This is an optimization exercise on Yosys and OpenROAD, whose aim is small area, a short achievable clock period and few clock cycles per item, not a production implementation. Where RTL was checked, it was by simulation tests only, not by an equivalence proof against the original. For run 1, only the layout was checked, not whether the RTL still works. Power figures rest on the tool's default switching activity, not on a simulated workload.

==> flow/design.v, too long to show whole: its modules and the start of the top module <==
// module closest_colour_pixel_tracker: 1886 lines
// module ccpt_fa: 10 lines
module closest_colour_pixel_tracker (
  input  wire         clk,
  input  wire         rst_n,
  input  wire         cfg_we,
  input  wire  [2:0]  cfg_idx,
  input  wire  [23:0] cfg_wdata,
  input  wire         in_valid,
  output wire         in_stall,
  input  wire  [47:0] in_data,
  output wire         out_valid,
  input  wire         out_stall,
  output wire  [68:0] out_data
);
  // ...
==> flow/flow/run.sh <==
#!/bin/bash
# Layout flow: the standard flow (standard.sh), with the port buffers made of
# sky130_fd_sc_hd__buf_1 cells. The full make output goes to standard.log here.
set -euo pipefail
bash standard.sh "BUFFER_PORTS_ARGS=-buffer_cell sky130_fd_sc_hd__buf_1" finish > standard.log 2>&1
==> flow/standard.sh <==
#!/bin/bash
# synth_recipe.tcl (not shown) runs the flow's synth.tcl, then flattens the netlist and writes it again
# the make line also repeats each setting of config.mk as NAME=value (left out here)
make -C /OpenROAD-flow-scripts/flow DESIGN_CONFIG=/design/flow/config.mk WORK_HOME=/design/flow/orfs CLKGATE_MAP_FILE= SYNTH_SCRIPT=/design/flow/synth_recipe.tcl "${@:-finish}"
==> flow/config.mk <==
export PLATFORM = sky130hd
export DESIGN_NAME = closest_colour_pixel_tracker
export DESIGN_NICKNAME = closest_colour_pixel_tracker
export VERILOG_FILES = /design/flow/design.v
export SDC_FILE = /design/flow/constraint.sdc
export NUM_CORES = 4
export LEC_CHECK = 0
export CAP_MARGIN = 20
export CORE_MARGIN = 2
export CORE_UTILIZATION = 50
export CTS_CLUSTER_DIAMETER = 100
export CTS_CLUSTER_SIZE = 22
export SETUP_SLACK_MARGIN = 4.6
export SLEW_MARGIN = 20
export SYNTH_HIERARCHICAL = 1
==> flow/constraint.sdc <==
create_clock -name core_clock -period 7.5 [get_ports {clk}]
set_input_delay 1.5000 -clock core_clock [delete_from_list [all_inputs] [get_ports {clk}]]
set_output_delay 1.5000 -clock core_clock [all_outputs]
set_load 0.01 [all_outputs]
==> summary.md, run 1 <==
| Metric | Value |
|---|---|
| Ant diodes | `1` |
| CP Buf/Inv Count | `0` |
| Multi-input gate count | `1859` |
| Critical Path AT | `3.88 ns` |
| Clock Sinks | `just under 600` |
| Nonclk buf count | `roughly 170` |
| Largest family of logic cells by synthesized area | `adder cells` |
| CP max FO | `5` |
| Seq_cells | `about 600` |
| CP max stage delay | `between 0.4 and 0.5 ns` |
| CTS tree | `yes` |
| Starting DRT DRC Count | `between 1k and 1.5k` |
| FF/Latch Area | `between 10000 and 15000 sq um` |
| Ports | `roughly 150` |
| Power Density | `about 370 nW/um^2` |
| Global Route met1 Usage | `between 30 and 40%` |
| Clk tree area frac | `around 2.5%` |
| Max VDD drop | `0.000287 V` |
| DRT Wirelength | `72200 um` |
| Count of input and output buffers | `150` |
| Fin crit share | `45.1%` |
| Status | `timing/DRC/antenna clean` |
| Leading cell kind | `multi-input combinational cells` |
| Die H | `roughly 250 um` |
| CP Class | `reg -> reg` |
==> run 2, diff against run 1 <==
--- a/flow/design.v
+++ b/flow/design.v
@@ -10,18 +10,16 @@
   output wire         in_stall,
   input  wire  [47:0] in_data,
   output wire         out_valid,
   input  wire         out_stall,
   output wire  [68:0] out_data
 );
   reg  [23:0] tgn0, tgn1, tgn2;
   reg  [17:0] thr_sq0, thr_sq1, thr_sq2;
-  reg  [8:0]  thr_r;
-  reg  [17:0] thr_x;
   reg  [2:0]  thr_we1;
   wire [3:0]  wa = cfg_wdata[8:5];
   wire [4:0]  wb = cfg_wdata[4:0];
   wire [7:0]  wa2 =
                     (wa == 4'd1) ? 8'd1 :
                     (wa == 4'd2) ? 8'd4 :
                     (wa == 4'd3) ? 8'd9 :
                     (wa == 4'd4) ? 8'd16 :
@@ -65,67 +63,101 @@
                     (wb == 5'd25) ? 10'd625 :
                     (wb == 5'd26) ? 10'd676 :
                     (wb == 5'd27) ? 10'd729 :
                     (wb == 5'd28) ? 10'd784 :
                     (wb == 5'd29) ? 10'd841 :
                     (wb == 5'd30) ? 10'd900 :
                     (wb == 5'd31) ? 10'd961 :
                     10'd0;
-  wire p843 = thr_r[5] & thr_r[0];
-  wire p844 = thr_r[5] & thr_r[1];
-  wire p845 = thr_r[5] & thr_r[2];
-  wire p846 = thr_r[5] & thr_r[3];
-  wire p847 = thr_r[5] & thr_r[4];
-  wire p848 = thr_r[6] & thr_r[0];
-  wire p849 = thr_r[6] & thr_r[1];
-  wire p850 = thr_r[6] & thr_r[2];
-  wire p851 = thr_r[6] & thr_r[3];
-  wire p852 = thr_r[6] & thr_r[4];
-  wire p853 = thr_r[7] & thr_r[0];
-  wire p854 = thr_r[7] & thr_r[1];
-  wire p855 = thr_r[7] & thr_r[2];
-  wire p856 = thr_r[7] & thr_r[3];
-  wire p857 = thr_r[7] & thr_r[4];
-  wire p858 = thr_r[8] & thr_r[0];
-  wire p859 = thr_r[8] & thr_r[1];
-  wire p860 = thr_r[8] & thr_r[2];
-  wire p861 = thr_r[8] & thr_r[3];
-  wire p862 = thr_r[8] & thr_r[4];
+  wire p843 = cfg_wdata[5] & cfg_wdata[0];
+  wire p844 = cfg_wdata[5] & cfg_wdata[1];
+  wire p845 = cfg_wdata[5] & cfg_wdata[2];
+  wire p846 = cfg_wdata[5] & cfg_wdata[3];
+  wire p847 = cfg_wdata[5] & cfg_wdata[4];
+  wire p848 = cfg_wdata[6] & cfg_wdata[0];
+  wire p849 = cfg_wdata[6] & cfg_wdata[1];
+  wire p850 = cfg_wdata[6] & cfg_wdata[2];
+  wire p851 = cfg_wdata[6] & cfg_wdata[3];
+  wire p852 = cfg_wdata[6] & cfg_wdata[4];
+  wire p853 = cfg_wdata[7] & cfg_wdata[0];
+  wire p854 = cfg_wdata[7] & cfg_wdata[1];
+  wire p855 = cfg_wdata[7] & cfg_wdata[2];
+  wire p856 = cfg_wdata[7] & cfg_wdata[3];
+  wire p857 = cfg_wdata[7] & cfg_wdata[4];
+  wire p858 = cfg_wdata[8] & cfg_wdata[0];
+  wire p859 = cfg_wdata[8] & cfg_wdata[1];
+  wire p860 = cfg_wdata[8] & cfg_wdata[2];
+  wire p861 = cfg_wdata[8] & cfg_wdata[3];
+  wire p862 = cfg_wdata[8] & cfg_wdata[4];
   wire fs20001, fc20001;
-  ccpt_fa u_fa20001 (.a(thr_x[7]), .b(p844), .c(p848), .s(fs20001), .co(fc20001));
+  ccpt_fa u_fa20001 (.a(p844), .b(p848), .c(wb2[7]), .s(fs20001), .co(fc20001));
   wire fs20002, fc20002;
-  ccpt_fa u_fa20002 (.a(thr_x[8]), .b(p845), .c(p849), .s(fs20002), .co(fc20002));
+  ccpt_fa u_fa20002 (.a(p845), .b(p849), .c(p853), .s(fs20002), .co(fc20002));
   wire fs20003, fc20003;
-  ccpt_fa u_fa20003 (.a(p853), .b(fc20001), .c(fs20002), .s(fs20003), .co(fc20003));
+  ccpt_fa u_fa20003 (.a(wb2[8]), .b(fs20002), .c(fc20001), .s(fs20003), .co(fc20003));
   wire fs20004, fc20004;
-  ccpt_fa u_fa20004 (.a(thr_x[9]), .b(p846), .c(p850), .s(fs20004), .co(fc20004));
+  ccpt_fa u_fa20004 (.a(p846), .b(p850), .c(p854), .s(fs20004), .co(fc20004));
   wire fs20005, fc20005;
-  ccpt_fa u_fa20005 (.a(p854), .b(p858), .c(fc20002), .s(fs20005), .co(fc20005));
+  ccpt_fa u_fa20005 (.a(p858), .b(fc20002), .c(wb2[9]), .s(fs20005), .co(fc20005));
   wire fs20006, fc20006;
-  ccpt_fa u_fa20006 (.a(fs20004), .b(fc20003), .c(fs20005), .s(fs20006), .co(fc20006));
+  ccpt_fa u_fa20006 (.a(p847), .b(p851), .c(p855), .s(fs20006), .co(fc20006));
   wire fs20007, fc20007;
-  ccpt_fa u_fa20007 (.a(thr_x[10]), .b(p847), .c(p851), .s(fs20007), .co(fc20007));
+  ccpt_fa u_fa20007 (.a(p859), .b(fc20004), .c(wa2[0]), .s(fs20007), .co(fc20007));
   wire fs20008, fc20008;
-  ccpt_fa u_fa20008 (.a(p855), .b(p859), .c(fc20004), .s(fs20008), .co(fc20008));
+  ccpt_fa u_fa20008 (.a(fs20006), .b(fc20005), .c(fs20007), .s(fs20008), .co(fc20008));
   wire fs20009, fc20009;
-  ccpt_fa u_fa20009 (.a(fs20007), .b(fc20005), .c(fs20008), .s(fs20009), .co(fc20009));
+  ccpt_fa u_fa20009 (.a(p852), .b(p856), .c(p860), .s(fs20009), .co(fc20009));
   wire fs20010, fc20010;
-  ccpt_fa u_fa20010 (.a(thr_x[11]), .b(p852), .c(p856), .s(fs20010), .co(fc20010));
+  ccpt_fa u_fa20010 (.a(fc20006), .b(fs20009), .c(fc20007), .s(fs20010), .co(fc20010));
   wire fs20011, fc20011;
-  ccpt_fa u_fa20011 (.a(p860), .b(fc20007), .c(fs20010), .s(fs20011), .co(fc20011));
+  ccpt_fa u_fa20011 (.a(p857), .b(p861), .c(fc20009), .s(fs20011), .co(fc20011));
   wire fs20012, fc20012;
-  ccpt_fa u_fa20012 (.a(fc20008), .b(fs20011), .c(fc20009), .s(fs20012), .co(fc20012));
+  ccpt_fa u_fa20012 (.a(p862), .b(wa2[3]), .c(fc20011), .s(fs20012), .co(fc20012));
+  reg  [0:0] thr_c_0;
+  reg  [0:0] thr_c_2;
+  reg  [0:0] thr_c_3;
+  reg  [0:0] thr_c_4;
+  reg  [0:0] thr_c_5;
+  reg  [1:0] thr_c_6;
+  reg  [0:0] thr_c_7;
+  reg  [0:0] thr_c_8;
+  reg  [2:0] thr_c_9;
+  reg  [0:0] thr_c_10;
+  reg  [1:0] thr_c_11;
+  reg  [2:0] thr_c_12;
+  reg  [0:0] thr_c_13;
+  reg  [1:0] thr_c_14;
+  reg  [0:0] thr_c_15;
+  reg  [0:0] thr_c_16;
+  reg  [0:0] thr_c_17;
+  always @(posedge clk) begin
+    thr_c_0 <= {wb2[0]};
+    thr_c_2 <= {wb2[2]};
+    thr_c_3 <= {wb2[3]};
+    thr_c_4 <= {wb2[4]};
+    thr_c_5 <= {wb2[5]};
+    thr_c_6 <= {p843, wb2[6]};
+    thr_c_7 <= {fs20001};
+    thr_c_8 <= {fs20003};
+    thr_c_9 <= {fc20003, fs20005, fs20004};
+    thr_c_10 <= {fs20008};
+    thr_c_11 <= {fs20010, fc20008};
+    thr_c_12 <= {fc20010, fs20011, wa2[2]};
+    thr_c_13 <= {fs20012};
+    thr_c_14 <= {fc20012, wa2[4]};
+    thr_c_15 <= {wa2[5]};
+    thr_c_16 <= {wa2[6]};
+    thr_c_17 <= {wa2[7]};
+  end
   wire fs20013, fc20013;
-  ccpt_fa u_fa20013 (.a(thr_x[12]), .b(p857), .c(p861), .s(fs20013), .co(fc20013));
+  ccpt_fa u_fa20013 (.a(thr_c_9[0]), .b(thr_c_9[1]), .c(thr_c_9[2]), .s(fs20013), .co(fc20013));
   wire fs20014, fc20014;
-  ccpt_fa u_fa20014 (.a(fc20010), .b(fs20013), .c(fc20011), .s(fs20014), .co(fc20014));
-  wire fs20015, fc20015;
-  ccpt_fa u_fa20015 (.a(thr_x[13]), .b(p862), .c(fc20013), .s(fs20015), .co(fc20015));
-  wire [17:0] thr_sq_w = {thr_x[17], thr_x[16], thr_x[15], thr_x[14], fc20014, fc20012, fs20012, fc20006, fs20006, fs20003, fs20001, thr_x[6], thr_x[5], thr_x[4], thr_x[3], thr_x[2], thr_x[1], thr_x[0]} + {1'b0, 1'b0, 1'b0, fc20015, fs20015, fs20014, 1'b0, fs20009, 1'b0, 1'b0, 1'b0, p843, 1'b0, 1'b0, 1'b0, 1'b0, 1'b0, 1'b0};
+  ccpt_fa u_fa20014 (.a(thr_c_12[0]), .b(thr_c_12[1]), .c(thr_c_12[2]), .s(fs20014), .co(fc20014));
+  wire [17:0] thr_sq_w = {thr_c_17[0], thr_c_16[0], thr_c_15[0], thr_c_14[0], thr_c_13[0], fs20014, thr_c_11[0], thr_c_10[0], fs20013, thr_c_8[0], thr_c_7[0], thr_c_6[0], thr_c_5[0], thr_c_4[0], thr_c_3[0], thr_c_2[0], 1'b0, thr_c_0[0]} + {1'b0, 1'b0, 1'b0, thr_c_14[1], fc20014, 1'b0, thr_c_11[1], fc20013, 1'b0, 1'b0, 1'b0, thr_c_6[1], 1'b0, 1'b0, 1'b0, 1'b0, 1'b0, 1'b0};
   always @(posedge clk) begin
     if (!rst_n) begin
       tgn0 <= ~24'hFF0000;
       tgn1 <= ~24'h00FF00;
       tgn2 <= ~24'h0000FF;
       thr_sq0 <= 18'd22500;
       thr_sq1 <= 18'd30625;
       thr_sq2 <= 18'd22500;
@@ -134,18 +166,16 @@
       if (cfg_we && cfg_idx == 3'd0) tgn0 <= ~cfg_wdata;
       if (cfg_we && cfg_idx == 3'd1) tgn1 <= ~cfg_wdata;
       if (cfg_we && cfg_idx == 3'd2) tgn2 <= ~cfg_wdata;
       if (thr_we1[0]) thr_sq0 <= thr_sq_w;
       if (thr_we1[1]) thr_sq1 <= thr_sq_w;
       if (thr_we1[2]) thr_sq2 <= thr_sq_w;
       thr_we1 <= {cfg_we && cfg_idx == 3'd5, cfg_we && cfg_idx == 3'd4, cfg_we && cfg_idx == 3'd3};
     end
-    thr_r <= cfg_wdata[8:0];
-    thr_x <= {wa2, wb2};
   end
   reg         busy_r;
   reg         out_valid_r;
   wire        accept   = in_valid & ~busy_r;
   wire        handover = out_valid_r & ~out_stall;
   always @(posedge clk) begin
     if (!rst_n)                     busy_r <= 1'b0;
     else if (accept & in_data[0])   busy_r <= 1'b1;
==> flow/flow/run.sh (replaced) <==
#!/bin/bash
# Layout flow: the standard flow (standard.sh), with the port buffers made of
# sky130_fd_sc_hd__buf_2 cells. The full make output goes to standard.log here.
set -euo pipefail
bash standard.sh "BUFFER_PORTS_ARGS=-buffer_cell sky130_fd_sc_hd__buf_2" finish > standard.log 2>&1
==> flow/config.mk (replaced) <==
export PLATFORM = sky130hd
export DESIGN_NAME = closest_colour_pixel_tracker
export DESIGN_NICKNAME = closest_colour_pixel_tracker
export VERILOG_FILES = /design/flow/design.v
export SDC_FILE = /design/flow/constraint.sdc
export NUM_CORES = 4
export LEC_CHECK = 0
export CAP_MARGIN = 20
export CORE_MARGIN = 2
export CORE_UTILIZATION = 40
export CTS_CLUSTER_DIAMETER = 100
export CTS_CLUSTER_SIZE = 25
export SETUP_SLACK_MARGIN = 4.5
export SLEW_MARGIN = 20
export SYNTH_HIERARCHICAL = 1
==> run 2 against run 1 <==
  * Fmax rose by 12%
  * Via count is 1.6% higher
  * Sequential power about the same
  * Sequential share of layout area decreased by 0.36 points
  * Critical endpoint is now s3_d0[17]$_DFF_P_
  * Highest routed layer unchanged
==> summary.md, run 2 <==
| Metric | Value |
|---|---|
| Synth cell count leaders | `dfxtp_1, fa_1, and2_1` |
| Post-DP HPWL | `around 57000 um` |
| CTS tree | `yes` |
| Startpoint type of the worst setup path | `flop` |
| Vias per cell | `between 5 and 6` |
| Synth Instances | `between 2k and 3k` |
| Root buffer cell | `clkbuf_16` |
| Final ANT Viol Nets | `0` |
| EDFF count, synth | `0` |
| Fillers | `approximately 7k` |
| Ys Warns | `7` |
| F_max | `331 MHz` |
| Commonest non-fill, non-tap cell in the layout | `dfxtp_1` |
| Biggest regs | `tgn0 x24, tgn1 x24, tgn2 x24` |
| DRT Wirelength | `72100 um (-0.11%)` |
| FF/Latch Area | `11900 sq um (-0.42%)` |
| Die H | `282 um (+12%)` |
| Yosys cell types | `56` |
| Power Density | `348 nW/um^2 (-4.8%)` |
| Most frequent cells in the layout | `dfxtp_1, fa_1, and2_1` |
| DP Area | `between 30000 and 40000 sq um` |
| Synth Area per Inst | `11.3 sq um` |
| Drt wl/cell | `approximately 19 um` |
| Min Tclk post-route | `around 3 ns` |
| Post-Syn Nets | `around 3.4k` |
| CTS buffer count | `29` |
| Final Hold Viols | `0` |
| Site row count | `between 100 and 150` |
| Starting DRT DRC Count | `946 (-6.8%)` |
| Leading area contributor after synthesis | `dfxtp_1` |
| Slew Limit Fails | `0` |
| Count of state elements after synthesis | `roughly 600` |
| Cell-internal power | `0.00726 W` |
| Slew HR | `27.7%` |
| CP Class | `reg -> reg` |
| Clk_skew | `0.0264 ns` |
| Via count | `19.7k` |
| Worst reg-to-reg path cell count | `11` |
| Largest net degree at the start of global routing | `between 100 and 150` |
| Unrepaired setup endpoints after global routing | `true` |
| HP Class | `reg -> reg` |
| Share of cells above drive strength 1 | `just over 10%` |
| WP data required | `around 8 ns` |
| Core area | `around 76000 sq um` |
| Gate power share | `between 40% and 50%` |
| MaxCap Viol Count | `0` |
| Sequential area share after synthesis | `slightly below 40%` |
| Finished Cell Area | `around 34000 sq um` |
| Clock power share | `14.8%` |
| Psw | `0.00452 W` |
| Residual DRC count | `0` |
| Final nets | `about 3.5k` |
| Top post-synthesis cells by area | `dfxtp_1, fa_1, ha_1` |
| Vias in the first global route | `20.7k` |
| Final setup fails | `0` |
| Switching Fraction | `a little under two fifths` |
| GRT Overall Usage | `roughly 18%` |
| Placer congestion estimate | `~0.86` |
| First-pass DRT Iterations | `5` |
| Area growth syn-to-layout | `9.60%` |
| H-tree depth | `1` |
| Critical Path AT | `3.52 ns (-0.36 ns)` |
| Top-area cell type share of the netlist area | `between 30% and 40%` |
| Top FF cell, synth | `dfxtp_1` |
| CP Capture Type | `flop` |
| Fin crit share | `40.3% (-4.9 points)` |
| Ports | `151 (unchanged)` |
| Multi-input logic area | `18300 sq um` |
| Initial Util | `40.5%` |
| Clock-pin slew on the worst setup and hold paths | `0.10 ns` |
| Pleak | `between 15 and 20 nW` |
| Most frequent cell after synthesis | `dfxtp_1` |
| CP max FO | `3 (-2)` |
| Hold Path Depth | `0` |
| Worst skew pair latency | `slightly above 0.6 ns` |
| Status | `timing/DRC/antenna clean` |
| Worst-Margin Slew | `~1.1 ns` |
| Area of the mapped netlist | `roughly 30000 sq um` |
| GR Overflow Total | `0` |
| Setup TNS | `0 ns` |
| Seq pwr share | `between 30 and 40%` |
| Count of input and output buffers | `150 (unchanged)` |
| Max VDD drop | `0.000316 V (+10%)` |
| Async SR Flop Fraction | `0%` |
| Initial antenna violation count | `11` |
| First-pass GRT wire length | `114000 um` |
| Die X | `282 um` |
| Clock Sinks | `596 (-0.17%)` |
| Die ar. | `a little under 80000 sq um` |
| Clock Path Buffers | `3` |
## run 2: critical path: stages (launching register included)
cell     delay (ns)
dfxtp_1        0.33
fa_1           0.45
fa_2           0.36
fa_1           0.39
ha_1           0.23
ha_1           0.21
a21o_1         0.20
a21oi_2        0.16
nor2b_1        0.07
o21a_2         0.23
nor4_4         0.22
nor3_2         0.07
## run 2: metrics by stage
stage / std cells / utilization (%) / setup WS, ns / hold WS [ns] / power, W
after floorplan: 2739 / - / 4.21 / 0.310 / 0.00825
after global placement: 3832 / 43.1 / 3.83 / 0.310 / 0.00971
after detailed placement: 3832 / 43.1 / 3.80 / 0.312 / 0.00989
after CTS: 3874 / 44.3 / 4.34 / 0.330 / 0.0119
after global routing: 3876 / 44.4 / 4.33 / 0.338 / 0.0128
final: 3879 / 44.4 / 4.48 / 0.329 / 0.0118
## run 2: worst paths after layout
path,start,end,slack [ns]
setup reg to reg,s2_t0_6[0]$_DFF_P_,s3_d0[17]$_DFF_P_,4.48
hold / removal,s2_t1_5$_DFF_P_,s3_d1[5]$_DFF_P_,0.33
hold reg to reg,s2_t1_5$_DFF_P_,s3_d1[5]$_DFF_P_,0.33
setup / recovery,s2_t0_6[0]$_DFF_P_,s3_d0[17]$_DFF_P_,4.48
## run 2: final cells by class
class | count | area share, %
Tap cell | 1030 | 3.81
Inverter | 162 | 1.94
Timing Repair Buffer | 164 | 2.59
Sequential cell | 596 | 35.3
Antenna cell | 4 | 0.0296
Clock buffer | 29 | 2.14
Clock inverter | 9 | 0.240
Multi-Input combinational cell | 1885 | 54.0
## run 2: power by group through the flow
stage,clock [W],combinational [W],sequential (W)
global placement,0,0.00509,0.00462
CTS,0.00182,0.00547,0.00457
detailed placement,0,0.00524,0.00465
finish,0.00175,0.00547,0.00457
floorplan,0,0.00393,0.00431
global route,0.00191,0.00627,0.00464
## run 2: cell families after synthesis
family | Yosys count | share of synthesized area, %
mux | 85 | 2.75
compound gates | 366 | 8.45
flops | 596 | 38.6
fa+ha+maj | 552 | 31.3
xor+xnor | 80 | 2.27
simple gates | 802 | 13.3
buf+inv | 258 | 3.29
## run 2: routing by layer
| metal | vias up | wire (um) | share of wire, % | track usage, % |
|---|---|---|---|---|
| li1 | 9231 | - | - | - |
| met1 | 9841 | 32300 | 45 | 24.4 |
| met2 | 470 | 34400 | 48 | 31.3 |
| met3 | 122 | 3530 | 4.9 | 2.60 |
| met4 | 12 | 1820 | 2.5 | 4.32 |
| met5 | - | 83 | 0.12 | 0 |
## run 2: timing repair
action	in CTS	in global routing
resized for setup	16	25
cloned	0	0
setup buffers	4	0
setup endpoints to repair	29	53
pin swaps	4	7
hold buffers	0	0
## run 2: Yosys stat by module, one instance, submodules excluded
| module | times used | flip-flops and latches |
|---|---|---|
| closest_colour_pixel_tracker | 1 | 596 |
| ccpt_fa | 341 | 0 |
Testbench counts of run 2, summed over its fixed seeds: cycles 34,564, pixels 34,052.
==> run 3, diff against run 2 <==
==> flow/flow/run.sh (replaced) <==
#!/bin/bash
# Layout flow: the standard flow (standard.sh), with the port buffers made of
# sky130_fd_sc_hd__buf_1 cells. The full make output goes to standard.log here.
set -euo pipefail
bash standard.sh "BUFFER_PORTS_ARGS=-buffer_cell sky130_fd_sc_hd__buf_1" finish > standard.log 2>&1
--- a/flow/config.mk
+++ b/flow/config.mk
@@ -7,9 +7,9 @@
 export LEC_CHECK = 0
 export CAP_MARGIN = 20
 export CORE_MARGIN = 2
-export CORE_UTILIZATION = 40
+export CORE_UTILIZATION = 62
 export CTS_CLUSTER_DIAMETER = 100
-export CTS_CLUSTER_SIZE = 25
-export SETUP_SLACK_MARGIN = 4.5
+export CTS_CLUSTER_SIZE = 22
+export SETUP_SLACK_MARGIN = 4.6
 export SLEW_MARGIN = 20
 export SYNTH_HIERARCHICAL = 1
==> run 3 against run 2 <==
  * Sequential share of layout area up 0.57 points
  * Worst hold slack worse by 0.0046 ns
  * Count of clock-buffer cells in the layout grew 2
  * Cell area fell by 1.3%
  * Area after synthesis is the same
==> summary.md, run 3 <==
| Metric | Value |
|---|---|
| WP data required | `7.99 ns (about the same)` |
| CP Class | `reg -> reg` |
| Final setup fails | `0 (unchanged)` |
| Crit-path slowest cell | `fa_2` |
| Top FF cell, synth | `dfxtp_1` |
| Leading area contributor after synthesis | `dfxtp_1` |
| First-pass GRT wire length | `111000 um (-3.2%)` |
| Site row count | `81 (-20%)` |
| MaxCap Viol Count | `0 (unchanged)` |
| F_max | `344 MHz (+3.9%)` |
| Top layer in use | `met5` |
| Final nets | `3479 (+0.29%)` |
| Top-area cell type share of the netlist area | `38.6% (unchanged)` |
| Synth Instances | `2739 (unchanged)` |
| Die X | `227 um (-19%)` |
| Most frequent cells in the layout | `dfxtp_1, fa_1, and2_1` |
| GR Overflow Total | `0 (unchanged)` |
| Worst-Margin Slew | `1.07 ns (-0.00998 ns)` |
| Count of input and output buffers | `150 (unchanged)` |
| Die ar. | `51600 sq um (-35%)` |
| Async SR Flop Fraction | `0% (unchanged)` |
| Synth cell count leaders | `dfxtp_1, fa_1, and2_1` |
| Hold-fix buffers, CTS | `0 (unchanged)` |
| Biggest regs | `tgn0 x24, tgn1 x24, tgn2 x24` |
| Initial antenna violation count | `5 (-6)` |
| Area of the mapped netlist | `30900 sq um (unchanged)` |
| Critical Path End | `s3_d1[17]$_DFF_P_` |
| Cell depth of the worst setup path | `11 (unchanged)` |
| H-tree depth | `1 (unchanged)` |
| CP Buf/Inv Count | `0 (unchanged)` |
| HP Class | `reg -> reg` |
| WL met1 | `30300 um (-6.2%)` |
| First-pass DRT Iterations | `5 (unchanged)` |
| Residual DRC count | `0 (unchanged)` |
| Final ANT Viol Nets | `0 (unchanged)` |
| Via count | `19.7k (-0.13%)` |
| Power Density | `379 nW/um^2 (+8.9%)` |
| Yosys cell types | `56 (unchanged)` |
| Status | `timing/DRC/antenna clean` |
| Drt wl/cell | `19.8 um (+6.4%)` |
| GRT Overall Usage | `27.8% (+9.5 points)` |
| DRT Wirelength | `69500 um (-3.6%)` |
| Unrepaired setup endpoints after global routing | `true` |
| Top Family by Delay on Critical Path | `adder cells` |
| Initial Util | `63.0% (+22 points)` |
| Reg-to-reg endpoint | `s3_d1[17]$_DFF_P_` |
| Ports | `151 (unchanged)` |
| Clk_skew | `0.0128 ns (-0.0136 ns)` |
| Fin crit share | `38.8% (-1.5 points)` |
| Setup TNS | `0 ns (unchanged)` |
| Pleak | `14.6 nW (-2.9%)` |
| Vias in the first global route | `20.7k (-0.21%)` |
| EDFF count, synth | `0 (unchanged)` |
| Worst reg-to-reg path cell count | `11 (unchanged)` |
| Share of cells above drive strength 1 | `6.84% (-3.5 points)` |
| Clock Sinks | `596 (unchanged)` |
| Post-DP HPWL | `53800 um (-5.0%)` |
| Area growth syn-to-layout | `8.13%` |
| Final Hold Viols | `0 (unchanged)` |
| Die H | `227 um (-19%)` |
| Most frequent cell after synthesis | `dfxtp_1` |
| Top post-synthesis cells by area | `dfxtp_1, fa_1, ha_1` |
| CP startpoint | `s2_t1_6[0]$_DFF_P_` |
| Critical Path AT | `3.40 ns (-0.12 ns)` |
| Count of state elements after synthesis | `596 (unchanged)` |
| CP Capture Type | `flop` |
| Ant diodes | `0 (-4)` |
| Starting DRT DRC Count | `1189 (+26%)` |
| CP max stage delay | `0.39 ns (-0.06 ns)` |
| Max VDD drop | `0.000552 V (+75%)` |
| Clock-pin slew on the worst setup and hold paths | `0.08 ns (-0.02 ns)` |
| Slew HR | `28.3% (+0.57 points)` |
| Core area | `49100 sq um (-36%)` |
| Post-Syn Nets | `3370 (unchanged)` |
| Slew Limit Fails | `0 (unchanged)` |
| Root buffer cell | `clkbuf_16` |
| Vias per cell | `5.59 (+10%)` |
| Placer congestion estimate | `0.871 (+1.4%)` |
| Startpoint type of the worst setup path | `flop` |
| CP max FO | `3 (unchanged)` |
| Reg2Reg Launch Point | `s2_t1_6[0]$_DFF_P_` |
| Sequential area share after synthesis | `38.6% (unchanged)` |
| Ys Warns | `7 (unchanged)` |
| Final Power | `0.0127 W (+7.4%)` |
| Commonest non-fill, non-tap cell in the layout | `dfxtp_1` |
| Routed met3 length | `3560 um (+0.99%)` |
| Min Tclk post-route | `2.91 ns (-0.113 ns)` |
| Cell Chain, Critical Path | `fa_2 > fa_2 > fa_2 > ha_2 > ha_2 > a21o_1 > a21oi_2 > nor2b_1 > o21a_1 > nor4_2 > nor3_2` |
| Top cell by count, worst path | `fa_2` |
| Met2 WL | `33400 um (-2.8%)` |
| Clock Path Buffers | `3 (unchanged)` |
| Hold WS | `0.324 ns (-0.00457 ns)` |
| Worst skew pair latency | `0.61 ns (about the same)` |
| CTS tree | `yes` |
| Synth Area per Inst | `11.3 sq um (unchanged)` |
| Largest net degree at the start of global routing | `93 (-12%)` |
| CTS buffer count | `31 (+6.9%)` |
| R2R Setup Slk | `4.59 ns (+0.11 ns)` |
## run 3: per-module statistics from Yosys, one instance, submodules excluded
module	cells	flip-flops and latches	cell area, sq um
closest_colour_pixel_tracker	2398	596	24100
ccpt_fa	1	0	20.0
## run 3: how the worst min path moves through the flow
stage	endpoint	cells after the start	from
after CTS	s3_d2[3]$_DFF_P_	0	s2_t2_3$_DFF_P_
final	s3_pos[14]$_DFF_P_	0	s2_pos[14]$_DFF_P_
after detailed placement	s2_pos[19]$_DFF_P_	0	s1_pos[19]$_DFF_P_
after global routing	s3_d2[3]$_DFF_P_	0	s2_t2_3$_DFF_P_
after floorplan	s2_first$_DFF_P_	0	s1_first$_DFF_P_
after global placement	s3_pos[11]$_DFF_P_	0	s2_pos[11]$_DFF_P_
## run 3: cells by family (layout without fill, tap and decap cells)
group,Yosys count,count (layout),synth area share [%]
AO/OA/AOI/OAI,366,366,8.45
XOR/XNOR,80,80,2.27
adder cells (fa/ha/maj),552,552,31.3
buffers and inverters,258,368,3.29
flip-flops,596,596,38.6
multiplexers,85,85,2.75
AND/OR/NAND/NOR,802,803,13.3
## run 3: area by class of cell
type                    count  area [sq um]
fillers                  3804         15700
clock inverters             4          35.0
well taps                 664           831
multi-input cells        1886         18400
flip-flops and latches    596         12000
clock buffers              31           776
repair buffers            171           767
inverters                 162           662
## run 3: power by group
part	leakage (nW)	switching, W	internal [W]	total, W
logic	9.29	0.00339	0.00300	0.00639
registers	4.94	0.000651	0.00390	0.00455
clock network	0.399	0.000983	0.000742	0.00173
total	14.6	0.00502	0.00764	0.0127
## run 3: timing repair
item,4_1_cts,5_1_grt
pin swaps,15,14
endpoints found under the setup margin,89,82
buffers inserted,11,1
resized for setup,39,55
cloned,0,1
## run 3: stage by stage
stage,instance area [sq um],setup slack (ns),cells,util [%]
after floorplan,31200,4.21,2739,-
after global placement,32200,3.36,3465,65.6
after detailed placement,32200,3.31,3465,65.6
after CTS,33200,4.60,3511,67.7
after global routing,33400,4.49,3514,68.1
final,33400,4.59,3514,68.1
## run 3: routing by layer
metal,vias to the layer above,track usage (%)
li1,9244,-
met1,9817,37.5
met2,472,46.9
met3,114,3.74
met4,4,8.71
met5,-,0
==> run 4, diff against run 3 <==
--- a/flow/config.mk
+++ b/flow/config.mk
@@ -5,6 +5,7 @@
 export SDC_FILE = /design/flow/constraint.sdc
 export NUM_CORES = 4
 export LEC_CHECK = 0
+export ABC_CLOCK_PERIOD_IN_PS = 3000
 export CAP_MARGIN = 20
 export CORE_MARGIN = 2
 export CORE_UTILIZATION = 62
==> run 4 against run 3 <==
  * Non-clock buffer count is the same
  * Die area unchanged
  * Area after synthesis unchanged
  * Count of clock-buffer cells in the layout stayed put
  * Sequential share of layout area did not move
  * Setup slack stayed put
  * Critical path type unchanged
  * Cell area is the same
  * Critical path depth unchanged
  * Via count is the same
  * Synthesized cell count unchanged
  * Highest routed layer unchanged
  * Core utilization stayed put
  * Critical endpoint unchanged
  * First-iteration DRC count did not move
==> summary.md, run 4 <==
| Metric | Value |
|---|---|
| Status | `timing/DRC/antenna clean` |
| Share of cells above drive strength 1 | `6.84% (unchanged)` |
| Fin cells | `3514 (unchanged)` |
| Leading area contributor after synthesis | `dfxtp_1` |
| Core area | `49100 sq um (unchanged)` |
| Root buffer cell | `clkbuf_16` |
| Setup TNS | `0 ns (unchanged)` |
| Worst min-delay path startpoint | `s2_pos[14]$_DFF_P_` |
| Die X | `227 um (unchanged)` |
| Area growth syn-to-layout | `8.13% (unchanged)` |
| Startpoint type of the worst setup path | `flop` |
| Ys Warns | `7 (unchanged)` |
| Reg2Reg Launch Point | `s2_t1_6[0]$_DFF_P_` |
| GR Overflow Total | `0 (unchanged)` |
| Area of the mapped netlist | `30900 sq um (unchanged)` |
| CP max FO | `3 (unchanged)` |
| Count of input and output buffers | `150 (unchanged)` |
| Slew HR | `28.3% (unchanged)` |
| Adder-Cell Fraction of Synth Area | `31.3% (unchanged)` |
| CP max stage delay | `0.39 ns (about the same)` |
| Fin crit share | `38.8% (unchanged)` |
| MaxCap Viol Count | `0 (unchanged)` |
| Multiplexer area fraction after synthesis | `2.75% (unchanged)` |
| Ports | `151 (unchanged)` |
| Final Hold Viols | `0 (unchanged)` |
| Vias in the first global route | `20.7k (unchanged)` |
| First-pass DRT Iterations | `5 (unchanged)` |
| Top post-synthesis cells by area | `dfxtp_1, fa_1, ha_1` |
| Top FF cell, synth | `dfxtp_1` |
| Min Tclk post-route | `2.91 ns (unchanged)` |
| Clock Sinks | `596 (unchanged)` |
| Hold Path Depth | `0 (unchanged)` |
| CP startpoint | `s2_t1_6[0]$_DFF_P_` |
| Clock-pin slew on the worst setup and hold paths | `0.08 ns (about the same)` |
| Critical Path AT | `3.40 ns (about the same)` |
| CP Capture Type | `flop` |
| Starting DRT DRC Count | `1189 (unchanged)` |
| Via count | `19.7k (unchanged)` |
| Initial Util | `63.0% (unchanged)` |
| Post-Syn Nets | `3370 (unchanged)` |
| CTS buffer count | `31 (unchanged)` |
| XOR/XNOR Fraction of Synth Area | `2.27% (unchanged)` |
| Utilization after layout | `68.1% (unchanged)` |
| Power Density | `379 nW/um^2 (unchanged)` |
| Most frequent cell after synthesis | `dfxtp_1` |
| Synth Area per Inst | `11.3 sq um (unchanged)` |
| Placed Cells | `3465 (unchanged)` |
| Fillers | `3804 (unchanged)` |
| Largest family of logic cells by synthesized area | `adder cells` |
| Unrepaired setup endpoints after global routing | `true` |
| Async SR Flop Fraction | `0% (unchanged)` |
| Final Power | `0.0127 W (unchanged)` |
| Worst-Margin Slew | `1.07 ns (unchanged)` |
| WP data required | `7.99 ns (about the same)` |
| DRT Wirelength | `69500 um (unchanged)` |
| Final nets | `3479 (unchanged)` |
| Biggest regs | `tgn0 x24, tgn1 x24, tgn2 x24` |
| EDFF count, synth | `0 (unchanged)` |
| Clock Path Buffers | `3 (unchanged)` |
| Synth Area in Compound Gates | `8.45% (unchanged)` |
| Synth cell count leaders | `dfxtp_1, fa_1, and2_1` |
| HP Class | `reg -> reg` |
| CP Class | `reg -> reg` |
| Ant diodes | `0 (unchanged)` |
| Crit-path slowest cell | `fa_2` |
| Synth Instances | `2739 (unchanged)` |
| Hold WS | `0.324 ns (unchanged)` |
| Initial antenna violation count | `5 (unchanged)` |
| Final setup fails | `0 (unchanged)` |
| Max VDD drop | `0.000552 V (unchanged)` |
| Most frequent cells in the layout | `dfxtp_1, fa_1, and2_1` |
| Largest net degree at the start of global routing | `93 (unchanged)` |
| Slew Limit Fails | `0 (unchanged)` |
| First-pass GRT wire length | `111000 um (unchanged)` |
| Commonest non-fill, non-tap cell in the layout | `dfxtp_1` |
| Die H | `227 um (unchanged)` |
| GRT Overall Usage | `27.8% (unchanged)` |
| Vias per cell | `5.59 (unchanged)` |
| F_max | `344 MHz (unchanged)` |
| Yosys cell types | `56 (unchanged)` |
| Simple-gate portion of the synthesized area | `13.3% (unchanged)` |
| Count of state elements after synthesis | `596 (unchanged)` |
| Drt wl/cell | `19.8 um (unchanged)` |
| Pleak | `14.6 nW (unchanged)` |
| Sequential area share after synthesis | `38.6% (unchanged)` |
| Site row count | `81 (unchanged)` |
| Top-area cell type share of the netlist area | `38.6% (unchanged)` |
| Placer congestion estimate | `0.871 (unchanged)` |
| Cell Chain, Critical Path | `fa_2 > fa_2 > fa_2 > ha_2 > ha_2 > a21o_1 > a21oi_2 > nor2b_1 > o21a_1 > nor4_2 > nor3_2` |
| Clk_skew | `0.0128 ns (unchanged)` |
| CTS tree | `yes` |
| Worst reg-to-reg path cell count | `11 (unchanged)` |
| Hold-fix buffers, CTS | `0 (unchanged)` |
| Post-DP HPWL | `53800 um (unchanged)` |
| H-tree depth | `1 (unchanged)` |
| Worst skew pair latency | `0.61 ns (about the same)` |
| Die ar. | `51600 sq um (unchanged)` |
| Top cell by count, worst path | `fa_2` |
| Residual DRC count | `0 (unchanged)` |
| Final ANT Viol Nets | `0 (unchanged)` |
[run 4: area by class of cell]
class / count / area (sq um) / share of cell area, %
multi-input combinational: 1886 / 18400 / 55.0
sequential: 596 / 12000 / 35.9
tap: 664 / 831 / 2.49
clock buffer: 31 / 776 / 2.32
timing repair buffer: 171 / 767 / 2.30
inverter: 162 / 662 / 1.98
clock inverter: 4 / 35.0 / 0.105
[run 4: worst max-delay path, delay by kind of cell (launching register included)]
kind	cells	cell delay, ns
fa+ha+maj	5	1.44
compound gates	3	0.54
simple gates	3	0.47
flops	1	0.33
[run 4: metrics by stage]
stage                     setup slack (ns)  instance area, sq um
after floorplan                       4.21                 31200
final                                 4.59                 33400
after detailed placement              3.31                 32200
after CTS                             4.60                 33200
after global placement                3.36                 32200
after global routing                  4.49                 33400
[run 4: where the power goes]
part           switching, W  leakage (nW)  internal, W
registers          0.000651          4.94      0.00390
clock network      0.000983         0.399     0.000742
logic               0.00339          9.29      0.00300
total               0.00502          14.6      0.00764
[run 4: logic make-up after synthesis]
| kind of cell | count (synthesis) |
|---|---|
| fa+ha+maj | 552 |
| mux | 85 |
| xor+xnor | 80 |
| simple gates | 802 |
| flops | 596 |
| buf+inv | 258 |
| compound gates | 366 |
[run 4: per-layer routing]
layer	track usage (%)	up-vias	share of wire, %
li1	-	9244	-
met1	37.5	9817	44
met2	46.9	472	48
met3	3.74	114	5.1
met4	8.71	4	3.2
met5	0	-	0.039
[run 4: final timing paths]
check / to / slack, ns
setup / recovery: s3_d1[17]$_DFF_P_ / 4.59
hold reg to reg: s3_pos[14]$_DFF_P_ / 0.32
setup reg to reg: s3_d1[17]$_DFF_P_ / 4.59
hold / removal: s3_pos[14]$_DFF_P_ / 0.32
[run 4: modules after synthesis, one instance, submodules excluded]
| module | copies in the design | flops+latches |
|---|---|---|
| closest_colour_pixel_tracker | 1 | 596 |
| ccpt_fa | 341 | 0 |
[run 4: repair_timing]
action                     CTS  global route
gates cloned                 0             1
setup endpoints to repair   89            82
gates resized for setup     39            55
setup buffers               11             1
pin swaps                   15            14
==> run 5, diff against run 4 <==
--- a/flow/config.mk
+++ b/flow/config.mk
@@ -5,10 +5,9 @@
 export SDC_FILE = /design/flow/constraint.sdc
 export NUM_CORES = 4
 export LEC_CHECK = 0
-export ABC_CLOCK_PERIOD_IN_PS = 3000
 export CAP_MARGIN = 20
 export CORE_MARGIN = 2
-export CORE_UTILIZATION = 62
+export CORE_UTILIZATION = 50
 export CTS_CLUSTER_DIAMETER = 100
 export CTS_CLUSTER_SIZE = 22
 export SETUP_SLACK_MARGIN = 4.6
==> run 5 against run 4 <==
  * First-iteration DRC count is 29% lower
  * Sequential share of layout area shrank 0.17 points
  * Largest cell class unchanged
  * Clock skew rose by 0.010 ns
  * Critical endpoint unchanged
==> summary.md, run 5 <==
| Metric | Value |
|---|---|
| GRT Overall Usage | `22.6% (-5.1 points)` |
| Clock Path Buffers | `3 (unchanged)` |
| Hold Path Depth | `0 (unchanged)` |
| CP Class | `reg -> reg` |
| HP Class | `reg -> reg` |
| Top-area cell type share of the netlist area | `38.6% (unchanged)` |
| CP Capture Type | `flop` |
| WP data required | `8.04 ns (+0.05 ns)` |
| Slew HR | `30.6% (+2.3 points)` |
| R2R Setup Slk | `4.58 ns (-0.02 ns)` |
| Critical Path AT | `3.47 ns (+0.07 ns)` |
| Worst skew pair latency | `0.65 ns (+0.04 ns)` |
| Share of cells above drive strength 1 | `7.12% (+0.28 points)` |
| Ys Warns | `7 (unchanged)` |
| Core area | `61400 sq um (+25%)` |
| Startpoint type of the worst setup path | `flop` |
| Unrepaired setup endpoints after global routing | `true` |
| Post-DP HPWL | `54900 um (+2.0%)` |
| Yosys cell types | `56 (unchanged)` |
| Leading area contributor after synthesis | `dfxtp_1` |
| Pleak | `14.6 nW (about the same)` |
| Reg-to-reg endpoint | `s3_d1[17]$_DFF_P_` |
| Synth Instances | `2739 (unchanged)` |
| Setup WS pre-CTS | `3.80 ns (+0.489 ns)` |
| First-pass GRT wire length | `114000 um (+3.1%)` |
| Count of input and output buffers | `150 (unchanged)` |
| Final Hold Viols | `0 (unchanged)` |
| Drt wl/cell | `19.4 um (-2.1%)` |
| Slew Limit Fails | `0 (unchanged)` |
| Top FF cell, synth | `dfxtp_1` |
| EDFF count, synth | `0 (unchanged)` |
| Count of state elements after synthesis | `596 (unchanged)` |
| Sequential area share after synthesis | `38.6% (unchanged)` |
| Synth Area per Inst | `11.3 sq um (unchanged)` |
| CTS tree | `yes` |
| Via count | `19.6k (-0.51%)` |
| CP max FO | `3 (unchanged)` |
| Largest net degree at the start of global routing | `75 (-19%)` |
| Most frequent cells in the layout | `dfxtp_1, fa_1, and2_1` |
| Min Tclk post-route | `2.92 ns (+0.0160 ns)` |
| Setup TNS | `0 ns (unchanged)` |
| Power Density | `373 nW/um^2 (-1.6%)` |
| GR Overflow Total | `0 (unchanged)` |
| Die ar. | `63800 sq um (+24%)` |
| Clock-pin slew on the worst setup and hold paths | `0.09 ns (about the same)` |
| Max VDD drop | `0.000523 V (-5.3%)` |
| First-pass DRT Iterations | `5 (unchanged)` |
| Async SR Flop Fraction | `0% (unchanged)` |
| Final nets | `3477 (-0.057%)` |
| Starting DRT DRC Count | `846 (-29%)` |
| Root buffer cell | `clkbuf_16` |
| Area of the mapped netlist | `30900 sq um (unchanged)` |
| Biggest regs | `tgn0 x24, tgn1 x24, tgn2 x24` |
| Worst-Margin Slew | `1.04 ns (-0.0345 ns)` |
| Vias per cell | `5.37 (-4.0%)` |
| Worst reg-to-reg path cell count | `11 (unchanged)` |
| H-tree depth | `1 (unchanged)` |
| Status | `timing/DRC/antenna clean` |
| F_max | `342 MHz (-0.55%)` |
| Clock Sinks | `596 (unchanged)` |
| Final setup fails | `0 (unchanged)` |
| Initial antenna violation count | `2 (-3)` |
| Die H | `253 um (+11%)` |
| Top post-synthesis cells by area | `dfxtp_1, fa_1, ha_1` |
| PnR worst setup slack | `4.58 ns (-0.0160 ns)` |
| Site row count | `91 (+12%)` |
| Reg2Reg Launch Point | `s2_t1_6[0]$_DFF_P_` |
| MaxCap Viol Count | `0 (unchanged)` |
| Hold-fix buffers, CTS | `0 (unchanged)` |
| Most frequent cell after synthesis | `dfxtp_1` |
| Placer congestion estimate | `0.862 (-1.0%)` |
| Initial Util | `50.3% (-13 points)` |
| Synth cell count leaders | `dfxtp_1, fa_1, and2_1` |
| CTS buffer count | `31 (unchanged)` |
| Clk_skew | `0.0230 ns (+0.0102 ns)` |
| DRT Wirelength | `70500 um (+1.4%)` |
| Area growth syn-to-layout | `8.75%` |
| Commonest non-fill, non-tap cell in the layout | `dfxtp_1` |
| Fin crit share | `39.0% (+0.21 points)` |
| Vias in the first global route | `21.0k (+1.7%)` |
| Ports | `151 (unchanged)` |
| Post-Syn Nets | `3370 (unchanged)` |
| Die X | `253 um (+11%)` |
| Residual DRC count | `0 (unchanged)` |
| Final ANT Viol Nets | `0 (unchanged)` |
| Min-Delay Endpoint | `s2_pos[8]$_DFF_P_` |
| Worst min-delay path startpoint | `s1_pos[8]$_DFF_P_` |
==> run 5: metrics by stage <==
step	instances	instance area, sq um	util [%]	power [W]	hold slack, ns
global placement	3592	32400	52.7	0.00997	0.310
finish	3642	33600	54.7	0.0125	0.331
detailed placement	3592	32400	52.7	0.0101	0.312
floorplan	2739	31200	-	0.00825	0.310
CTS	3639	33400	54.5	0.0124	0.333
global route	3641	33600	54.7	0.0136	0.335
==> run 5: logic make-up (layout without fill, tap and decap cells) <==
| family | after synthesis | in the layout | synth area share, % |
|---|---|---|---|
| and+or+nand+nor | 802 | 803 | 13.3 |
| buffers and inverters | 258 | 369 | 3.29 |
| other | 0 | 1 | 0 |
| AOI/OAI and AO/OA | 366 | 366 | 8.45 |
| adders and majority gates | 552 | 552 | 31.3 |
| muxes | 85 | 85 | 2.75 |
| DFF | 596 | 596 | 38.6 |
| xor gates and xnor gates | 80 | 80 | 2.27 |
==> run 5: final cells by class <==
class / instances / area (sq um)
clock inverter: 5 / 70.1
inverter: 162 / 657
fill: 5318 / 27800
sequential: 596 / 12000
timing repair buffer: 169 / 723
clock buffer: 33 / 793
antenna: 1 / 2.50
multi-input combinational: 1886 / 18400
tap: 790 / 988
==> run 5: modules after synthesis, one instance, submodules excluded <==
module                        flip-flops and latches  area, sq um  cells
closest_colour_pixel_tracker                     596        24100   2398
ccpt_fa                                            0         20.0      1
==> run 5: critical path, stage by stage (launching register included) <==
cell and delay [ns]:
dfxtp_2 0.33, fa_2 0.38, fa_2 0.35, fa_2 0.34
ha_2 0.20, ha_2 0.18, a21o_1 0.20, a21oi_2 0.18
nor2b_1 0.07, o21a_2 0.23, and4_4 0.16, nor3_4 0.23
==> run 5: how the worst max path moves through the flow <==
| stage | startpoint | endpoint | cells past startpoint |
|---|---|---|---|
| after floorplan | cfg_wdata[2] | thr_c_10$_DFF_P_ | 6 |
| after global placement | rst_n | best0[10]$_SDFFE_PN1P_ | 4 |
| after detailed placement | rst_n | best0[14]$_SDFFE_PN1P_ | 4 |
| after CTS | s2_t1_6[0]$_DFF_P_ | s3_d1[17]$_DFF_P_ | 11 |
| after global routing | s2_t1_6[0]$_DFF_P_ | s3_d1[17]$_DFF_P_ | 11 |
| final | s2_t1_6[0]$_DFF_P_ | s3_d1[17]$_DFF_P_ | 11 |
==> run 5: per-layer routing <==
metal | routed length (um) | global-route usage, % | share of wire [%]
met1 | 31600 | 30.4 | 45
met2 | 34000 | 38.7 | 48
met3 | 2560 | 2.35 | 3.6
met4 | 2400 | 6.91 | 3.4
met5 | 0 | 0 | 0
==> run 5: report_power, final <==
group | leakage (nW) | total (W) | internal, W | switching [W]
Clock | 0.419 | 0.00182 | 0.000791 | 0.00103
Sequential | 4.94 | 0.00458 | 0.00390 | 0.000671
Combinational | 9.26 | 0.00614 | 0.00293 | 0.00322
Total | 14.6 | 0.0125 | 0.00762 | 0.00491
==> run 5: timing repair <==
action,CTS,global route
buffers inserted,9,1
pin swaps,11,15
setup endpoints to repair,58,78
resized for setup,41,56
cloned,0,1
==> run 6, diff against run 5 <==
--- a/flow/config.mk
+++ b/flow/config.mk
@@ -7,9 +7,9 @@
 export LEC_CHECK = 0
 export CAP_MARGIN = 20
 export CORE_MARGIN = 2
-export CORE_UTILIZATION = 50
+export CORE_UTILIZATION = 62
 export CTS_CLUSTER_DIAMETER = 100
 export CTS_CLUSTER_SIZE = 22
-export SETUP_SLACK_MARGIN = 4.6
+export SETUP_SLACK_MARGIN = 5.0
 export SLEW_MARGIN = 20
 export SYNTH_HIERARCHICAL = 1
==> run 6 against run 5 <==
  * Highest routed layer unchanged
  * Via count grew 5.8%
  * Setup slack gained 0.063 ns
  * Power is 12% higher
  * Count of clock-buffer cells in the layout down 1
  * Largest power group unchanged
  * Critical path depth unchanged
  * Sequential share of layout area shrank 2.1 points
  * Flip-flop and latch count unchanged
  * Largest cell class unchanged
  * First-iteration DRC count increased by 42%
  * Core utilization rose by 20 points
  * Critical endpoint is now s3_d2[15]$_DFF_P_
  * Sequential power barely moved
==> summary.md, run 6 <==
| Metric | Value |
|---|---|
| Starting DRT DRC Count | `1201 (+42%)` |
| First-pass DRT Iterations | `5 (unchanged)` |
| CP Buf/Inv Count | `0 (unchanged)` |
| Post-DP HPWL | `54300 um (-1.1%)` |
| EDFF count, synth | `0 (unchanged)` |
| Clock Path Buffers | `3 (unchanged)` |
| GR Overflow Total | `0 (unchanged)` |
| CTS buffer count | `31 (unchanged)` |
| H-tree depth | `1 (unchanged)` |
| Yosys cell types | `56 (unchanged)` |
| Fin crit share | `38.1% (-0.84 points)` |
| Synth Area per Inst | `11.3 sq um (unchanged)` |
| HP Class | `reg -> reg` |
| Initial antenna violation count | `3 (+1)` |
| WP data required | `8.00 ns (-0.04 ns)` |
| Largest net degree at the start of global routing | `87 (+16%)` |
| First-pass GRT wire length | `118000 um (+3.7%)` |
| GRT Overall Usage | `29.8% (+7.1 points)` |
| Setup TNS | `0 ns (unchanged)` |
| Top-area cell type share of the netlist area | `38.6% (unchanged)` |
| Cell-internal power | `0.00851 W (+12%)` |
| Clock-pin slew on the worst setup and hold paths | `0.10 ns (about the same)` |
| WL met1 | `32100 um (+1.7%)` |
| Ys Warns | `7 (unchanged)` |
| Core area | `49100 sq um (-20%)` |
| Power Density | `383 nW/um^2 (+2.8%)` |
| Clk_skew | `0.0203 ns (-0.00271 ns)` |
| Most frequent cells in the layout | `dfxtp_1, and2_1, nand2_1` |
| Post-Syn Nets | `3370 (unchanged)` |
| Synth Instances | `2739 (unchanged)` |
| Hold-fix buffers, CTS | `0 (unchanged)` |
| Max VDD drop | `0.000666 V (+27%)` |
| MaxCap Viol Count | `0 (unchanged)` |
| Final setup fails | `0 (unchanged)` |
| Most frequent cell after synthesis | `dfxtp_1` |
| Initial Util | `63.0% (+13 points)` |
| Top cell by count, worst path | `fa_2` |
| Share of cells above drive strength 1 | `26.7% (+20 points)` |
| Top FF cell, synth | `dfxtp_1` |
| Fillers | `3353 (-37%)` |
| Vias per cell | `5.62 (+4.7%)` |
| Top layer in use | `met4` |
| Worst skew pair latency | `0.63 ns (-0.02 ns)` |
| Clock Sinks | `596 (unchanged)` |
| Vias in the first global route | `21.9k (+3.9%)` |
| Commonest non-fill, non-tap cell in the layout | `dfxtp_1` |
| Die ar. | `51600 sq um (-19%)` |
| Switching Fraction | `39.6% (+0.43 points)` |
| Startpoint type of the worst setup path | `flop` |
| Cell Chain, Critical Path | `fa_2 > fa_2 > fa_2 > ha_4 > ha_4 > a21o_1 > a21oi_2 > nor2b_1 > o21a_1 > nor2_2 > xnor2_2` |
| Count of input and output buffers | `150 (unchanged)` |
| CP Class | `reg -> reg` |
| Slew Limit Fails | `0 (unchanged)` |
| Psw | `0.00559 W (+14%)` |
| Area growth syn-to-layout | `19.0%` |
| Seq pwr share | `32.3% (-4.2 points)` |
| Routed met3 length | `3790 um (+48%)` |
| Sequential area share after synthesis | `38.6% (unchanged)` |
| Crit-path slowest cell | `fa_2` |
| Top Family by Delay on Critical Path | `adder cells` |
| Worst-Margin Slew | `1.05 ns (+0.0127 ns)` |
| CTS tree | `yes` |
| Setup WS pre-CTS | `3.94 ns (+0.137 ns)` |
| Root buffer cell | `clkbuf_16` |
| Leading area contributor after synthesis | `dfxtp_1` |
| Final Hold Viols | `0 (unchanged)` |
| DRT Wirelength | `75700 um (+7.4%)` |
| F_max | `350 MHz (+2.2%)` |
| Clock power share | `12.5% (-2.0 points)` |
| Biggest regs | `tgn0 x24, tgn1 x24, tgn2 x24` |
| Status | `timing/DRC/antenna clean` |
| PnR worst setup slack | `4.64 ns (+0.0627 ns)` |
| Count of state elements after synthesis | `596 (unchanged)` |
| Via count | `20.7k (+5.8%)` |
| Final ANT Viol Nets | `0 (unchanged)` |
| CP Capture Type | `flop` |
| Placer congestion estimate | `0.886 (+2.8%)` |
| Unrepaired setup endpoints after global routing | `true` |
| Min Tclk post-route | `2.86 ns (-0.0627 ns)` |
| Synth cell count leaders | `dfxtp_1, fa_1, and2_1` |
| Drt wl/cell | `20.6 um (+6.2%)` |
| Top post-synthesis cells by area | `dfxtp_1, fa_1, ha_1` |
| Slew HR | `29.7% (-0.85 points)` |
| Residual DRC count | `0 (unchanged)` |
| Met2 WL | `36500 um (+7.6%)` |
| Hold WS | `0.322 ns (-0.00938 ns)` |
| Site row count | `81 (-11%)` |
| CP max stage delay | `0.38 ns (about the same)` |
| Pleak | `16.0 nW (+9.2%)` |
| Gate power share | `55.2% (+6.2 points)` |
| Die X | `227 um (-10%)` |
| Die H | `227 um (-10%)` |
| Critical Path AT | `3.36 ns (-0.11 ns)` |
| Async SR Flop Fraction | `0% (unchanged)` |
| CP max FO | `3 (unchanged)` |
| Area of the mapped netlist | `30900 sq um (unchanged)` |
| Ports | `151 (unchanged)` |
| Final nets | `3645 (+4.8%)` |
run 6: cell counts after synthesis:
No cell type changed its count.
run 6: metrics by stage:
stage | total power, W | instances | cell area (sq um) | util, %
after floorplan | 0.00833 | 2739 | 31400 | -
after global placement | 0.0103 | 3463 | 32300 | 65.9
after detailed placement | 0.0105 | 3463 | 32300 | 65.9
after CTS | 0.0133 | 3623 | 35800 | 73.0
after global routing | 0.0151 | 3680 | 36700 | 74.9
final | 0.0141 | 3682 | 36700 | 74.9
run 6: repair_timing:
| item | CTS | global route |
|---|---|---|
| cloned | 2 | 1 |
| gates resized for setup | 620 | 133 |
| buffers inserted | 123 | 56 |
| endpoints found under the setup margin | 372 | 233 |
| pin swaps | 136 | 128 |
run 6: path summary, 6_finish.rpt:
kind | startpoint | end | slack [ns] | depth (start not counted)
setup / recovery | s2_t2_6[0]$_DFF_P_ | s3_d2[15]$_DFF_P_ | 4.64 | 11
hold / removal | s1_pos[0]$_DFF_P_ | s2_pos[0]$_DFF_P_ | 0.32 | 0
setup reg to reg | s2_t2_6[0]$_DFF_P_ | s3_d2[15]$_DFF_P_ | 4.64 | 11
hold reg to reg | s1_pos[0]$_DFF_P_ | s2_pos[0]$_DFF_P_ | 0.32 | 0
run 6: final cells by class:
class	instances	area, sq um	area share (%)
antenna	2	5.00	0.0136
tap	664	831	2.26
multi-input combinational	1888	19200	52.3
clock inverter	3	45.0	0.123
sequential	596	12300	33.5
timing repair buffer	335	2880	7.83
clock buffer	32	790	2.15
inverter	162	657	1.79
run 6: power groups by stage:
| stage | clock [W] | sequential [W] | combinational (W) |
|---|---|---|---|
| 2_1_floorplan | 0 | 0.00432 | 0.00401 |
| 3_3_place_gp | 0 | 0.00461 | 0.00565 |
| 3_5_place_dp | 0 | 0.00463 | 0.00585 |
| 4_1_cts | 0.00181 | 0.00455 | 0.00696 |
| 5_1_grt | 0.00192 | 0.00461 | 0.00853 |
| 6_report | 0.00176 | 0.00455 | 0.00778 |
run 6: cells by family after synthesis:
kind of cell	after synthesis	synth area share, %
xor+xnor	80	2.27
compound gates	366	8.45
buf+inv	258	3.29
simple gates	802	13.3
flops	596	38.6
fa+ha+maj	552	31.3
mux	85	2.75
run 6: metal layers:
| layer | vias up | GRT usage [%] |
|---|---|---|
| met2 | 526 | 50.0 |
| met5 | - | 0 |
| met3 | 163 | 4.88 |
| met1 | 10411 | 38.8 |
| met4 | 0 | 11.8 |
| li1 | 9592 | - |
run 6: modules after synthesis (local to each module, per instance):
module	flops+latches	times used	cell area (sq um)
closest_colour_pixel_tracker	596	1	24100
ccpt_fa	0	341	20.0
==> run 7, diff against run 6 <==
--- a/flow/config.mk
+++ b/flow/config.mk
@@ -10,6 +10,6 @@
 export CORE_UTILIZATION = 62
 export CTS_CLUSTER_DIAMETER = 100
 export CTS_CLUSTER_SIZE = 22
-export SETUP_SLACK_MARGIN = 5.0
+export SETUP_SLACK_MARGIN = 4.75
 export SLEW_MARGIN = 20
 export SYNTH_HIERARCHICAL = 1
==> run 7 against run 6 <==
  * Via count is 4.2% lower
  * Flip-flop and latch count did not move
  * Synthesized cell count unchanged
  * Clock power about the same
  * Die area did not move
  * Combinational power fell by 14%
  * Cell area decreased by 8.2%
  * Global-route usage decreased by 1.4 points
  * Setup slack lost 0.0017 ns
  * Routed wire length down 5.3%
==> summary.md, run 7 <==
| Metric | Value |
|---|---|
| Status | `timing/DRC/antenna clean` |
| Root buffer cell | `clkbuf_16` |
| Synth cell count leaders | `dfxtp_1, fa_1, and2_1` |
| Area growth syn-to-layout | `9.24%` |
| Placer congestion estimate | `0.894 (+0.96%)` |
| Crit-path slowest cell | `fa_2` |
| HP Class | `reg -> reg` |
| Synth Instances | `2739 (unchanged)` |
| Top FF cell, synth | `dfxtp_1` |
| Ys Warns | `7 (unchanged)` |
| Share of cells above drive strength 1 | `9.85% (-17 points)` |
| Met2 Usage GRT | `49.3% (-0.67 points)` |
| Slew Limit Fails | `0 (unchanged)` |
| Clock Sinks | `596 (unchanged)` |
| Initial antenna violation count | `4 (+1)` |
| Vias in the first global route | `20.8k (-4.7%)` |
| F_max | `349 MHz (about the same)` |
| Ant diodes | `0 (-2)` |
| Final Hold Viols | `0 (unchanged)` |
| Sequential area share after synthesis | `38.6% (unchanged)` |
| Area of the mapped netlist | `30900 sq um (unchanged)` |
| Final setup fails | `0 (unchanged)` |
| Yosys cell types | `56 (unchanged)` |
| Async SR Flop Fraction | `0% (unchanged)` |
| Startpoint type of the worst setup path | `flop` |
| CTS tree | `yes` |
| Final nets | `3491 (-4.2%)` |
| Site row count | `81 (unchanged)` |
| First-pass GRT wire length | `112000 um (-4.8%)` |
| GR Overflow Total | `0 (unchanged)` |
| Global Route met1 Usage | `38.4% (-0.36 points)` |
| Placed Cells | `3464 (+0.029%)` |
| Leading area contributor after synthesis | `dfxtp_1` |
| Die ar. | `51600 sq um (unchanged)` |
| Worst skew pair latency | `0.64 ns (about the same)` |
| Seq pwr share | `35.1% (+2.8 points)` |
| Power Density | `387 nW/um^2 (+0.81%)` |
| Top Family by Delay on Critical Path | `adder cells` |
| Drt wl/cell | `20.3 um (-1.2%)` |
| Cell-internal power | `0.00784 W (-7.9%)` |
| EDFF count, synth | `0 (unchanged)` |
| Residual DRC count | `0 (unchanged)` |
| Setup TNS | `0 ns (unchanged)` |
| WP data required | `8.02 ns (+0.02 ns)` |
| Top-area cell type share of the netlist area | `38.6% (unchanged)` |
| Fin crit share | `38.2% (about the same)` |
| CP Class | `reg -> reg` |
| Most frequent cells in the layout | `dfxtp_1, fa_1, and2_1` |
| Pleak | `14.8 nW (-7.6%)` |
| Biggest regs | `tgn0 x24, tgn1 x24, tgn2 x24` |
| Post-DP HPWL | `54400 um (+0.19%)` |
| DRT Wirelength | `71700 um (-5.3%)` |
| Vias per cell | `5.62 (about the same)` |
| Cell Chain, Critical Path | `fa_2 > fa_2 > fa_2 > ha_4 > ha_2 > a21o_1 > a21oi_2 > nor2b_1 > o21a_2 > nor4_4 > nor3_2` |
| H-tree depth | `1 (unchanged)` |
| Busiest grt layer | `met2` |
| Top post-synthesis cells by area | `dfxtp_1, fa_1, ha_1` |
| Top cell by count, worst path | `fa_2` |
| Hold WS | `0.325 ns (+0.00281 ns)` |
| Clock power share | `13.6% (+1.1 points)` |
| CP Capture Type | `flop` |
| Critical Path AT | `3.39 ns (+0.03 ns)` |
| CP Buf/Inv Count | `0 (unchanged)` |
| Final ANT Viol Nets | `0 (unchanged)` |
| Clock Path Buffers | `3 (unchanged)` |
| Synth Area per Inst | `11.3 sq um (unchanged)` |
| Min Tclk post-route | `2.86 ns (+0.00170 ns)` |
| Starting DRT DRC Count | `1227 (+2.2%)` |
| Most frequent cell after synthesis | `dfxtp_1` |
| CP max FO | `3 (unchanged)` |
| Largest net degree at the start of global routing | `104 (+20%)` |
| Fin cells | `3527 (-4.2%)` |
| GR Layer Usage met3 | `3.15% (-1.7 points)` |
| Initial Util | `63.0% (unchanged)` |
| Via count | `19.8k (-4.2%)` |
| Clk_skew | `0.0171 ns (-0.00314 ns)` |
| Ports | `151 (unchanged)` |
| Final Power | `0.0130 W (-7.4%)` |
| Max VDD drop | `0.000458 V (-31%)` |
| Die H | `227 um (unchanged)` |
| Worst-Margin Slew | `1.11 ns (+0.0544 ns)` |
| GRT Overall Usage | `28.4% (-1.4 points)` |
| Commonest non-fill, non-tap cell in the layout | `dfxtp_1` |
| Count of input and output buffers | `150 (unchanged)` |
| CTS buffer count | `31 (unchanged)` |
| Unrepaired setup endpoints after global routing | `true` |
| First-pass DRT Iterations | `5 (unchanged)` |
| Gate power share | `51.3% (-3.9 points)` |
| MaxCap Viol Count | `0 (unchanged)` |
| Core area | `49100 sq um (unchanged)` |
| Clock-pin slew on the worst setup and hold paths | `0.09 ns (about the same)` |
| Switching Fraction | `39.9% (+0.28 points)` |
| Psw | `0.00521 W (-6.8%)` |
| Utilization after layout | `68.8% (-6.1 points)` |
| Die X | `227 um (unchanged)` |
| Slew HR | `26.1% (-3.6 points)` |
| Count of state elements after synthesis | `596 (unchanged)` |
| CP max stage delay | `0.39 ns (about the same)` |
| Post-Syn Nets | `3370 (unchanged)` |
## run 7: cell counts after synthesis
No cell type changed its count.
## run 7: worst paths after layout
| check | startpoint | cells after the start | slack [ns] | endpoint |
|---|---|---|---|---|
| setup / recovery | s2_t2_6[0]$_DFF_P_ | 11 | 4.64 | s3_d2[17]$_DFF_P_ |
| hold / removal | s2_t1_0$_DFF_P_ | 0 | 0.32 | s3_d1[0]$_DFF_P_ |
| setup reg to reg | s2_t2_6[0]$_DFF_P_ | 11 | 4.64 | s3_d2[17]$_DFF_P_ |
| hold reg to reg | s2_t1_0$_DFF_P_ | 0 | 0.32 | s3_d1[0]$_DFF_P_ |
## run 7: layout make-up
type,instances,area [sq um]
multi-input cells,1887,18500
fillers,3776,15300
clock buffers,32,779
flip-flops and latches,596,12100
clock inverters,4,45.0
well taps,664,831
inverters,162,657
repair buffers,182,875
## run 7: repair_timing
action                     4_1_cts  5_1_grt
pin swaps                       15       57
hold buffers                     0        0
buffers inserted                 9       16
resized for setup               97       90
cloned                           1        1
setup endpoints to repair       86       94
## run 7: power groups by stage
stage / combinational (W) / sequential, W / clock, W
after global placement: 0.00555 / 0.00461 / 0
after CTS: 0.00615 / 0.00457 / 0.00181
after global routing: 0.00742 / 0.00465 / 0.00191
after detailed placement: 0.00571 / 0.00463 / 0
after floorplan: 0.00398 / 0.00432 / 0
final: 0.00670 / 0.00458 / 0.00177
## run 7: layer usage
metal | vias up | wire length (um) | share of wire, %
met2 | 468 | 35300 | 49
met5 | - | 16 | 0.022
met4 | 2 | 1880 | 2.6
li1 | 9275 | - | -
met3 | 89 | 3100 | 4.3
met1 | 9987 | 31300 | 44
## run 7: per-module statistics from Yosys (local to each module, per instance)
module | cells | flops+latches | area (sq um) | times used
ccpt_fa | 1 | 0 | 20.0 | 341
closest_colour_pixel_tracker | 2398 | 596 | 24100 | 1
## run 7: worst reg2reg max path, stage by stage, from the launching register on
cell and delay [ns]:
dfxtp_2 0.33, fa_2 0.38, fa_2 0.35, fa_2 0.39
ha_4 0.18, ha_2 0.18, a21o_1 0.19, a21oi_2 0.15
nor2b_1 0.07, o21a_2 0.24, nor4_4 0.22, nor3_2 0.07
## run 7: cells by family after synthesis
family	share of synthesized area, %
flops	38.6
mux	2.75
fa+ha+maj	31.3
compound gates	8.45
xor+xnor	2.27
simple gates	13.3
buf+inv	3.29
## run 7: metrics by stage
step | area (sq um) | setup WS [ns]
global placement | 32200 | 3.97
detailed placement | 32200 | 3.93
floorplan | 31200 | 4.21
finish | 33700 | 4.64
global route | 33700 | 4.52
CTS | 33300 | 4.64

what the ideal ports hide:
The flow's constraints put no driver on any port. The routed layouts listed below were extracted and timed again, unchanged, in two steps. Step 1: set_driving_cell puts a clkbuf_16 on clk and a buf_2 on each other input, an assumption about the parent block. Step 2 times the ports against the registers' clock, not the clock port: input delays grow and output delays shrink by t, the midpoint of the rising clock arrivals with the driver on. a / b / c = no drivers / after step 1 / after step 2; a / b = the first two.
run	t, ns	setup WS [ns]	worst hold slack (ns)	worst setup path at the end
run 1	0.689	4.114 / 4.114 / 4.020	0.324 / 0.324 / 0.324	input to register
run 2	0.673	4.479 / 4.479 / 3.997	0.329 / 0.329 / 0.329	input to register
run 3	0.663	4.592 / 4.592 / 4.023	0.324 / 0.324 / 0.324	input to register
run 4	0.663	4.592 / 4.592 / 4.023	0.324 / 0.324 / 0.324	input to register
run 5	0.696	4.576 / 4.576 / 3.973	0.331 / 0.331 / 0.331	input to register
run 6	0.683	4.639 / 4.639 / 4.145	0.322 / 0.322 / 0.322	input to register
run 7	0.692	4.637 / 4.637 / 4.121	0.325 / 0.325 / 0.325	input to register
After both steps setup and hold are still met in every run listed. For run 5, which loses most, drivers alone change the setup slack by 0.000 ns; drivers and shift together by -0.603 ns.
